Source: an optimization exercise on an open RTL-to-GDS flow (aim: small area). Production flows keep margins and buffers that such runs may drop. The RTL was checked by simulation tests, not by an equivalence proof against the original design. Power and IR drop assume default switching activity.

Design pmem_line_responder, start of the top module:
module pmem_line_responder
#(
  parameter int LINES         = 16,
  parameter int READ_LATENCY  = 8,
  parameter int WRITE_LATENCY = 8
) (
  input  logic        clk,
  input  logic        reset,
  input  logic        pmem_read,
  input  logic        pmem_write,
  input  lc3b_types::lc3b_word    pmem_address,
  input  lc3b_types::lc3b_32bytes pmem_wdata,
  output logic        pmem_resp,
  output lc3b_types::lc3b_32bytes pmem_rdata,
  output logic        protocol_error
);
Size in the first run: ~530 I/O pins, about 100,000 um2 of cells after synthesis.
export LEC_CHECK = 0
export CAP_MARGIN = 20
export CORE_MARGIN = 2
export CORE_UTILIZATION = 60
export CTS_BUF_LIST = sky130_fd_sc_hd__clkbuf_8
export CTS_CLUSTER_DIAMETER = 50
export CTS_CLUSTER_SIZE = 18
export SLEW_MARGIN = 20
export SYNTH_HIERARCHICAL = 1
export SYNTH_MINIMUM_KEEP_SIZE = 0
create_clock -name core_clock -period 10.0 [get_ports {clk}]
standard.sh (not shown) runs the stock make flow with config.mk's settings and CLKGATE_MAP_FILE= SYNTH_SCRIPT=/design/flow/synth_recipe.tcl, a recipe that flattens the netlist after the stock synthesis.
==> flow/flow/run.sh <==
#!/bin/bash
# Standard ORFS layout (the standard.sh, unchanged synthesis and steps), except that the
# port buffers are the smallest buffer cell instead of the one buffer_ports picks by itself.
set -euo pipefail
export BUFFER_PORTS_ARGS="-buffer_cell sky130_fd_sc_hd__buf_1"
bash standard.sh > standard.log 2>&1
The first run passed the timing, DRC and antenna checks.
Rerun with:
==> flow/run.sh (new file) <==
#!/bin/bash
# synth_recipe.tcl (not shown) runs the flow's synth.tcl, then flattens the netlist and writes it again
# the make line also repeats each setting of config.mk as NAME=value (left out here)
make -C /OpenROAD-flow-scripts/flow DESIGN_CONFIG=/design/flow/config.mk WORK_HOME=/design/flow/orfs CLKGATE_MAP_FILE= SYNTH_SCRIPT=/design/flow/synth_recipe.tcl finish
Settings changed: CORE_UTILIZATION 60 to 40, CTS_BUF_LIST sky130_fd_sc_hd__clkbuf_8 to not set, CTS_CLUSTER_DIAMETER 50 to 100, CTS_CLUSTER_SIZE 18 to 30.
removed: flow/flow/run.sh
removed: flow/standard.sh
Effect:
- The changed run completed without violations
- fmax falls by 12%
- count of clock-buffer cells in the layout falls by 136
- die area rises by 49%
- routed wire length rises by 2.9%
Rerun with:
==> flow/flow/run.sh (new file) <==
#!/bin/bash
# Standard ORFS layout (the standard.sh, unchanged synthesis and steps), except that the
# port buffers are the smallest buffer cell instead of the one buffer_ports picks by itself.
set -euo pipefail
export BUFFER_PORTS_ARGS="-buffer_cell sky130_fd_sc_hd__buf_1"
bash standard.sh > standard.log 2>&1
==> flow/standard.sh (new file) <==
#!/bin/bash
# synth_recipe.tcl (not shown) runs the flow's synth.tcl, then flattens the netlist and writes it again
# the make line also repeats each setting of config.mk as NAME=value (left out here)
make -C /OpenROAD-flow-scripts/flow DESIGN_CONFIG=/design/flow/config.mk WORK_HOME=/design/flow/orfs CLKGATE_MAP_FILE= SYNTH_SCRIPT=/design/flow/synth_recipe.tcl "${@:-finish}"
Settings changed: CORE_UTILIZATION 40 to 60, CTS_CLUSTER_DIAMETER 100 to 80.
removed: flow/run.sh
The new run completed without violations.
Sequential share of layout area rises by 3.6 points.
Non-clock buffer count shrinks by 6.
Register-to-register slack improves by 0.10 ns.
Area after synthesis stays the same.
Wire length decreases by a few percent.
Power is lower slightly.
Die area falls by a quarter to a third.
Final cell count shrinks by roughly a tenth.
Clock power fell by a few percent.
Worst hold slack gains 0.039 ns.
Rerun with:
--- a/flow/flow/run.sh
+++ b/flow/flow/run.sh
@@ -3 +3,2 @@
-# port buffers are the smallest buffer cell instead of the one buffer_ports picks by itself.
+# port buffers are the smallest buffer cell instead of the one buffer_ports picks by itself,
+# and clock tree synthesis uses larger sink clusters without dummy loads.
@@ -5,0 +7 @@
+export CTS_ARGS="-sink_clustering_enable -repair_clock_nets -sink_clustering_size 36 -sink_clustering_max_diameter 60 -dont_use_dummy_load"
Settings changed: CTS_CLUSTER_DIAMETER 80 to 100.
=> Total power is about the same; area after synthesis is unchanged; final area is about the same; via count barely changes; sequential power barely changes; die area is unchanged; utilization stays flat; clock-buffer cell count is higher by 1; setup slack gains 0.025 ns; non-clock buffer count does not change; first-iteration DRC count goes up by 2.3%.
Rerun with:
==> flow/flow/run.sh (replaced) <==
#!/bin/bash
# Standard ORFS layout (the standard.sh, unchanged synthesis and steps), except that the
# port buffers are the smallest buffer cell instead of the one buffer_ports picks by itself.
set -euo pipefail
export BUFFER_PORTS_ARGS="-buffer_cell sky130_fd_sc_hd__buf_1"
bash standard.sh > standard.log 2>&1
Settings changed: CORE_UTILIZATION 60 to 40.
Result: The new run went through all stages and came out clean; via count rises slightly; wire length rose by a few percent; synthesized area does not change; combinational power stays flat; cell area goes up slightly; utilization went down by 20 points; worst setup slack degrades by 0.29 ns; clock power went up by a few percent; fmax falls by a few percent.

## port drivers added, routing unchanged
How much do the figures lean on ideal ports? The routed layouts below were timed once more, with nothing changed but the port constraints.
Step 1, drivers: a clkbuf_16 drives clk and a buf_2 each remaining input, both assumed.
Step 2 times the ports against the registers' clock, not the clock port: input delays grow and output delays shrink by t, the midpoint of the rising clock arrivals with the driver on.
Slacks: no drivers / after step 1 / after step 2; pairs: no drivers / after step 1.
run	shift t [ns]	setup WS [ns]	latest minus earliest clock arrival (ns)	worst register clock-pin slew, ns	worst data-port slew with drivers (ns)
the first run	1.081	5.143 / 5.179 / 4.099	0.058 / 0.059	0.11 / 0.11	0.17
the second run	0.916	4.461 / 4.495 / 3.579	0.065 / 0.064	0.12 / 0.12	0.15
the third run	0.897	4.954 / 4.993 / 4.095	0.028 / 0.027	0.11 / 0.11	0.16
the fourth run	0.881	4.978 / 5.017 / 4.136	0.090 / 0.090	0.12 / 0.12	0.15
the fifth run	0.920	4.691 / 4.744 / 3.824	0.066 / 0.066	0.12 / 0.12	0.15
After both steps setup and hold are still met in every run listed. For the first run, which loses most, drivers alone change the setup slack by +0.036 ns; drivers and shift together by -1.044 ns.
